Source: an optimization exercise on an open RTL-to-GDS flow (aim: small area, a short achievable clock period and few clock cycles per item). Production flows keep margins and buffers that such runs may drop.
Power and IR drop assume default switching activity.

Setup of PW:
==> flow/design.v <==
package mada_pkg;
  localparam int WINDOW_SIZE_DEFAULT = 20;
  localparam int SAMPLE_W            = 12;
  localparam int PERIOD_W            = 8;
  localparam int CFG_INDEX_W         = 4;
  localparam int CFG_DATA_W          = 12;
endpackage
module moving_average_deviation_alarm #(
  parameter int WINDOW_SIZE = mada_pkg::WINDOW_SIZE_DEFAULT
) (
  input  logic        clk,
  input  logic        rst,
  input  logic        in_valid,
  output logic        in_stall,
  input  logic [11:0] sample,
  output logic        out_valid,
  input  logic        out_stall,
  output logic [11:0] average,
  output logic [11:0] deviation,
  output logic        alarm,
  output logic        report_due,
  output logic        initialized,
  input  logic        cfg_valid,
  output logic        cfg_ready,
  input  logic [3:0]  cfg_index,
  input  logic [11:0] cfg_data
);
  localparam logic [351:0] DIV_HI = 352'b1100011001011000000000101110010111011001100110101100100101001100101010000000010011001011100100110011000110010010000110010100000000000111100101101110011001011011001000110011001001100000000010110010110101001100101001100100010001100100100000000000111001011001100110010010110010000100110010001000000000001100101100010011001000011001000000011001000000000000;
  localparam logic [383:0] DIV_Y = 384'b000000000000000000000000000000000000000000000000000000000000000000000000000000000000000000000000000000000000000000000000000000000000000000000000000000000000000000000000111000110100110011110010110001110000101100101011101010101001101000100100100011100010100001100000011100011011011010011001011000010100010011010010010001010000001100001011001010001001001000000100000011000010000001000000;
  logic [11:0] thr, vlo, vhi;
  logic [7:0]  per;
  assign cfg_ready = 1'b1;
  always_ff @(posedge clk) begin
    if (rst) begin
      thr <= 12'd32;
      vlo <= 12'd16;
      vhi <= 12'd1600;
      per <= 8'd10;
    end else if (cfg_valid) begin
      case (cfg_index)
        4'd0: thr <= cfg_data;
        4'd1: vlo <= cfg_data;
        4'd2: vhi <= cfg_data;
        4'd3: per <= cfg_data[7:0];
        default: ;
      endcase
    end
  end
  logic        adv, acc;
  logic        skid_v;
  logic [11:0] skid_d;
  logic [11:0] in_w, sbi;
  logic [10:0] dhi;
  logic [5:0]  yi;
  assign adv      = !(out_valid && out_stall);
  assign in_stall = skid_v;
  assign acc      = in_valid && !skid_v;
  always_ff @(posedge clk) begin
    if (rst) skid_v <= 1'b0;
    else     skid_v <= !adv && (skid_v || acc);
  end
  always_ff @(posedge clk) begin
    if (!skid_v) skid_d <= sample;
  end
  assign in_w = skid_v ? skid_d : sample;
  assign sbi  = {~in_w[11], in_w[10:0]};
  assign dhi  = DIV_HI[11*sbi[11:7] +: 11];
  assign yi   = {3'd0, dhi[2:0]} + {1'b0, sbi[6:2]};
  logic        v0;
  logic [11:0] s0;
  logic [7:0]  qh0;
  logic [5:0]  y0;
  logic [7:0]  cnt;
  logic [5:0]  dy;
  logic [7:0]  q0;
  logic [4:0]  r0;
  logic        inr0, rep0;
  always_ff @(posedge clk) begin
    if (rst) v0 <= 1'b0;
    else if (adv) v0 <= skid_v || acc;
  end
  always_ff @(posedge clk) begin
    if (adv) begin
      s0  <= in_w;
      qh0 <= dhi[10:3];
      y0  <= yi;
    end
  end
  assign dy = DIV_Y[6*y0 +: 6];
  assign q0 = qh0 + {5'd0, dy[5:3]};
  assign r0 = {dy[2:0], s0[1:0]};
  logic [4:0]        rtail_n;
  logic signed [5:0] dr0;
  logic signed [6:0] dm0;
  assign dr0  = $signed({1'b0, r0}) - $signed({1'b0, rtail_n});
  assign dm0  = $signed({2'b0, r0}) - $signed({2'b0, rtail_n}) - 7'sd20;
  assign inr0 = ($signed(s0) > $signed(vlo)) && ($signed(s0) < $signed(vhi));
  assign rep0 = (cnt >= per);
  always_ff @(posedge clk) begin
    if (rst) cnt <= 8'd0;
    else if (adv && v0) cnt <= rep0 ? 8'd1 : cnt + 8'd1;
  end
  logic        v1, inr1, rep1;
  logic [7:0]  q1;
  logic [4:0]  r1;
  logic signed [5:0] dr1;
  logic signed [6:0] dm1;
  logic [11:0] s1;
  always_ff @(posedge clk) begin
    if (rst) v1 <= 1'b0;
    else if (adv) v1 <= v0;
  end
  always_ff @(posedge clk) begin
    if (adv) begin
      q1   <= q0;
      r1   <= r0;
      dr1  <= dr0;
      dm1  <= dm0;
      s1   <= s0;
      inr1 <= inr0;
      rep1 <= rep0;
    end
  end
  logic [7:0]        wq [0:19];
  logic [4:0]        wr [0:19];
  logic [4:0]        kcnt;
  logic              kfull;
  logic              filled;
  logic [4:0]        R;
  logic              fill, upd, push;
  logic [7:0]        qt_n;
  logic signed [6:0] rx, rxm;
  logic              cp, cn;
  logic [4:0]        rn;
  logic [8:0]        xm, x0, xp, x1;
  assign fill  = v1 && !filled && inr1;
  assign upd   = v1 && filled;
  assign push  = adv && v1;
  assign qt_n    = !push ? wq[19] : (fill ? q1 : (kfull ? wq[18] : wq[19]));
  assign rtail_n = !push ? wr[19] : (fill ? r1 : (kfull ? wr[18] : wr[19]));
  assign rx    = $signed({2'b0, R}) + 7'(dr1);
  assign rxm   = $signed({2'b0, R}) + dm1;
  assign cn    = rx[6];
  assign cp    = !rxm[6];
  assign rn    = cn ? 5'(rx + 7'sd20) : (cp ? rxm[4:0] : rx[4:0]);
  assign xm    = {1'b0, q1} + {1'b1, ~wq[19]};
  assign x0    = {1'b0, q1} - {1'b0, wq[19]};
  assign xp    = {1'b0, q1} - {1'b0, wq[19]} + 9'd1;
  assign x1    = cn ? xm : (cp ? xp : x0);
  always_ff @(posedge clk) begin
    if (push) begin
      wq[0] <= q1;
      wr[0] <= r1;
      for (int i = 1; i < 19; i++) begin
        wq[i] <= wq[i-1];
        wr[i] <= wr[i-1];
      end
      wq[19] <= qt_n;
      wr[19] <= rtail_n;
    end
  end
  always_ff @(posedge clk) begin
    if (rst) filled <= 1'b0;
    else if (adv && fill) filled <= 1'b1;
  end
  always_ff @(posedge clk) begin
    if (adv) begin
      if (fill) begin
        kcnt  <= 5'd0;
        kfull <= 1'b0;
        R     <= 5'd0;
      end else if (upd) begin
        R <= rn;
        if (!kfull) kcnt <= kcnt + 5'd1;
        if (kcnt == 5'd18) kfull <= 1'b1;
      end
    end
  end
  logic        v2, fill2, upd2, rep2, init2;
  logic [8:0]  x2;
  logic [11:0] s2;
  logic [11:0] Q;
  always_ff @(posedge clk) begin
    if (rst) v2 <= 1'b0;
    else if (adv) v2 <= v1;
  end
  always_ff @(posedge clk) begin
    if (adv) begin
      fill2 <= fill;
      upd2  <= upd;
      x2    <= x1;
      s2    <= s1;
      rep2  <= rep1;
      init2 <= filled || fill;
    end
  end
  always_ff @(posedge clk) begin
    if (adv) begin
      if (fill2) Q <= {~s2[11], s2[10:0]};
      else if (upd2) Q <= Q + {{3{x2[8]}}, x2};
    end
  end
  logic        v3, upd3, rep3, init3, rnz3;
  logic [11:0] s3;
  logic [12:0] nsb3;
  always_ff @(posedge clk) begin
    if (rst) v3 <= 1'b0;
    else if (adv) v3 <= v2;
  end
  always_ff @(posedge clk) begin
    if (adv) begin
      upd3  <= upd2;
      s3    <= s2;
      nsb3  <= 13'd0 - {1'b0, ~s2[11], s2[10:0]};
      rep3  <= rep2;
      init3 <= init2;
      rnz3  <= (R != 5'd0);
    end
  end
  logic        corr, zero, thr0, junk0, junk1, junk2, junk3;
  logic [11:0] sb3, avgb;
  logic [12:0] dpos, dng;
  logic [11:0] dev;
  logic [13:0] ua, ub, uc, s1v, c1v, t1;
  logic [13:0] va, vb, vc, s2v, c2v, t2;
  assign corr = !Q[11] && rnz3;
  assign sb3  = {~s3[11], s3[10:0]};
  assign avgb = Q + {11'd0, corr};
  assign {dpos, junk0} = {1'b0, sb3, 1'b1} + {1'b1, ~Q, !corr};
  assign {dng, junk3}  = {1'b0, Q, corr} + {nsb3, corr};
  assign thr0 = (thr == 12'd0);
  assign zero = !upd3 || (s3 == 12'd0) || (Q == 12'h800 && !corr) || (Q == 12'h7FF && corr);
  assign dev  = zero ? 12'd0 : (dpos[12] ? dng[11:0] : dpos[11:0]);
  assign ua  = {2'b00, sb3};
  assign ub  = {2'b11, ~Q};
  assign uc  = {2'b11, ~thr};
  assign s1v = ua ^ ub ^ uc;
  assign c1v = (ua & ub) | (ua & uc) | (ub & uc);
  assign {t1, junk1} = {s1v, 1'b1} + {c1v[12:0], !corr, 1'b1};
  assign va  = {2'b00, Q};
  assign vb  = {nsb3[12], nsb3};
  assign vc  = {2'b11, ~thr};
  assign s2v = va ^ vb ^ vc;
  assign c2v = (va & vb) | (va & vc) | (vb & vc);
  assign {t2, junk2} = {s2v, corr} + {c2v[12:0], 1'b1, corr};
  always_ff @(posedge clk) begin
    if (rst) out_valid <= 1'b0;
    else if (adv) out_valid <= v3;
  end
  always_ff @(posedge clk) begin
    if (adv) begin
      average     <= upd3 ? (avgb ^ 12'h800) : 12'd0;
      deviation   <= dev;
      alarm       <= thr0 || (!zero && (!t1[13] || !t2[13]));
      report_due  <= rep3;
      initialized <= init3;
    end
  end
endmodule
==> flow/config.mk <==
export PLATFORM = sky130hd
export DESIGN_NAME = moving_average_deviation_alarm
export DESIGN_NICKNAME = moving_average_deviation_alarm
export VERILOG_FILES = /design/flow/design.v
export SDC_FILE = /design/flow/constraint.sdc
export NUM_CORES = 4
export LEC_CHECK = 0
export CAP_MARGIN = 20
export CORE_MARGIN = 2
export CORE_UTILIZATION = 65
export CTS_CLUSTER_DIAMETER = 80
export CTS_CLUSTER_SIZE = 30
export SETUP_SLACK_MARGIN = 3.0
export SLEW_MARGIN = 20
==> flow/constraint.sdc <==
create_clock -name core_clock -period 5.5 [get_ports {clk}]
set_input_delay 1.1000 -clock core_clock [delete_from_list [all_inputs] [get_ports {clk}]]
set_output_delay 1.1000 -clock core_clock [all_outputs]
set_load 0.01 [all_outputs]
run.sh (not shown) runs the stock make flow with config.mk's settings and CLKGATE_MAP_FILE= SYNTH_SCRIPT=/design/flow/synth_recipe.tcl, a recipe that flattens the netlist after the stock synthesis.
For MS, these inputs were changed with respect to PW:
diff --git a/flow/design.v b/flow/design.v
--- a/flow/design.v
+++ b/flow/design.v
@@ -26,7 +26,8 @@
   input  logic [11:0] cfg_data
 );
   localparam logic [351:0] DIV_HI = 352'b1100011001011000000000101110010111011001100110101100100101001100101010000000010011001011100100110011000110010010000110010100000000000111100101101110011001011011001000110011001001100000000010110010110101001100101001100100010001100100100000000000111001011001100110010010110010000100110010001000000000001100101100010011001000011001000000011001000000000000;
-  localparam logic [383:0] DIV_Y = 384'b000000000000000000000000000000000000000000000000000000000000000000000000000000000000000000000000000000000000000000000000000000000000000000000000000000000000000000000000111000110100110011110010110001110000101100101011101010101001101000100100100011100010100001100000011100011011011010011001011000010100010011010010010001010000001100001011001010001001001000000100000011000010000001000000;
+  localparam logic [191:0] DIV_LO = 192'b110001110000101100101011101010101001101000100100100011100010100001100000011100011011011010011001011000010100010011010010010001010000001100001011001010001001001000000100000011000010000001000000;
+  localparam logic [255:0] DIV_C = 256'b0000000000000000000000000000000000000000000000000000000000000000000000000000000000000000000000000000000000001011101010011000010000000000000010101001100001000011000000000000100110000100001100100000000000001000010000110010000100000000000001000011001000010000;
   logic [11:0] thr, vlo, vhi;
   logic [7:0]  per;
   assign cfg_ready = 1'b1;
@@ -51,7 +52,7 @@
   logic [11:0] skid_d;
   logic [11:0] in_w, sbi;
   logic [10:0] dhi;
-  logic [5:0]  yi;
+  logic [5:0]  dli;
   assign adv      = !(out_valid && out_stall);
   assign in_stall = skid_v;
   assign acc      = in_valid && !skid_v;
@@ -65,13 +66,14 @@
   assign in_w = skid_v ? skid_d : sample;
   assign sbi  = {~in_w[11], in_w[10:0]};
   assign dhi  = DIV_HI[11*sbi[11:7] +: 11];
-  assign yi   = {3'd0, dhi[2:0]} + {1'b0, sbi[6:2]};
+  assign dli  = DIV_LO[6*sbi[6:2] +: 6];
   logic        v0;
   logic [11:0] s0;
   logic [7:0]  qh0;
-  logic [5:0]  y0;
+  logic [2:0]  rh0, lq0, lr0;
   logic [7:0]  cnt;
-  logic [5:0]  dy;
+  logic [3:0]  dc;
+  logic        junkq;
   logic [7:0]  q0;
   logic [4:0]  r0;
   logic        inr0, rep0;
@@ -83,12 +85,14 @@
     if (adv) begin
       s0  <= in_w;
       qh0 <= dhi[10:3];
-      y0  <= yi;
-    end
-  end
-  assign dy = DIV_Y[6*y0 +: 6];
-  assign q0 = qh0 + {5'd0, dy[5:3]};
-  assign r0 = {dy[2:0], s0[1:0]};
+      rh0 <= dhi[2:0];
+      lq0 <= dli[5:3];
+      lr0 <= dli[2:0];
+    end
+  end
+  assign dc = DIV_C[4*{rh0, lr0} +: 4];
+  assign {q0, junkq} = {qh0, dc[3]} + {5'd0, lq0, dc[3]};
+  assign r0 = {dc[2:0], s0[1:0]};
   logic [4:0]        rtail_n;
   logic signed [5:0] dr0;
   logic signed [6:0] dm0;
==> run notes <==
Looking only at detailed placement HPWL, and setting everything else aside, the lower value of MS and PW goes to MS.
Relative to PW, the count of clock-buffer cells in the layout measured on MS has decreased by a little under 10%.
MS — detailed-routed wire length on met2 4.9% lower, PW as reference
Taking PW as the reference, in MS wire length of the first global-routing pass -about 2.5%; sequential share of layout area went up 1.4 points; required time of the critical path now smaller; synthesized cell count lost 0.75%.
In MS relative to PW, static leakage had gone down by a few percent.
No run of this note included a check of the RTL's function; only the layout flow was run.

## static timing again, ports no longer ideal
The flow's constraints put no driver on any port. The routed layouts listed below were extracted and timed again, unchanged, in two steps. Step 1 assumes that a clkbuf_16 drives the clock port and a buf_2 every other input. Step 2 moves the port delays by t, midway between the first and last clock arrival at a register: inputs arrive t later, outputs are due t later. That takes back most of the time a late clock gives input paths. Three values: ideal, step 1, step 2; two values: the first two.
run | shift t [ns] | setup WS [ns] | worst setup path at the end
PW | 0.632 | 2.072 / 2.072 / 1.508 | input to register
MS | 0.618 | 2.650 / 2.650 / 2.079 | input to register
After both steps setup and hold are still met in every run listed. The setup slack of MS, which loses most, moves by 0.000 ns with the drivers and by -0.571 ns with both steps.
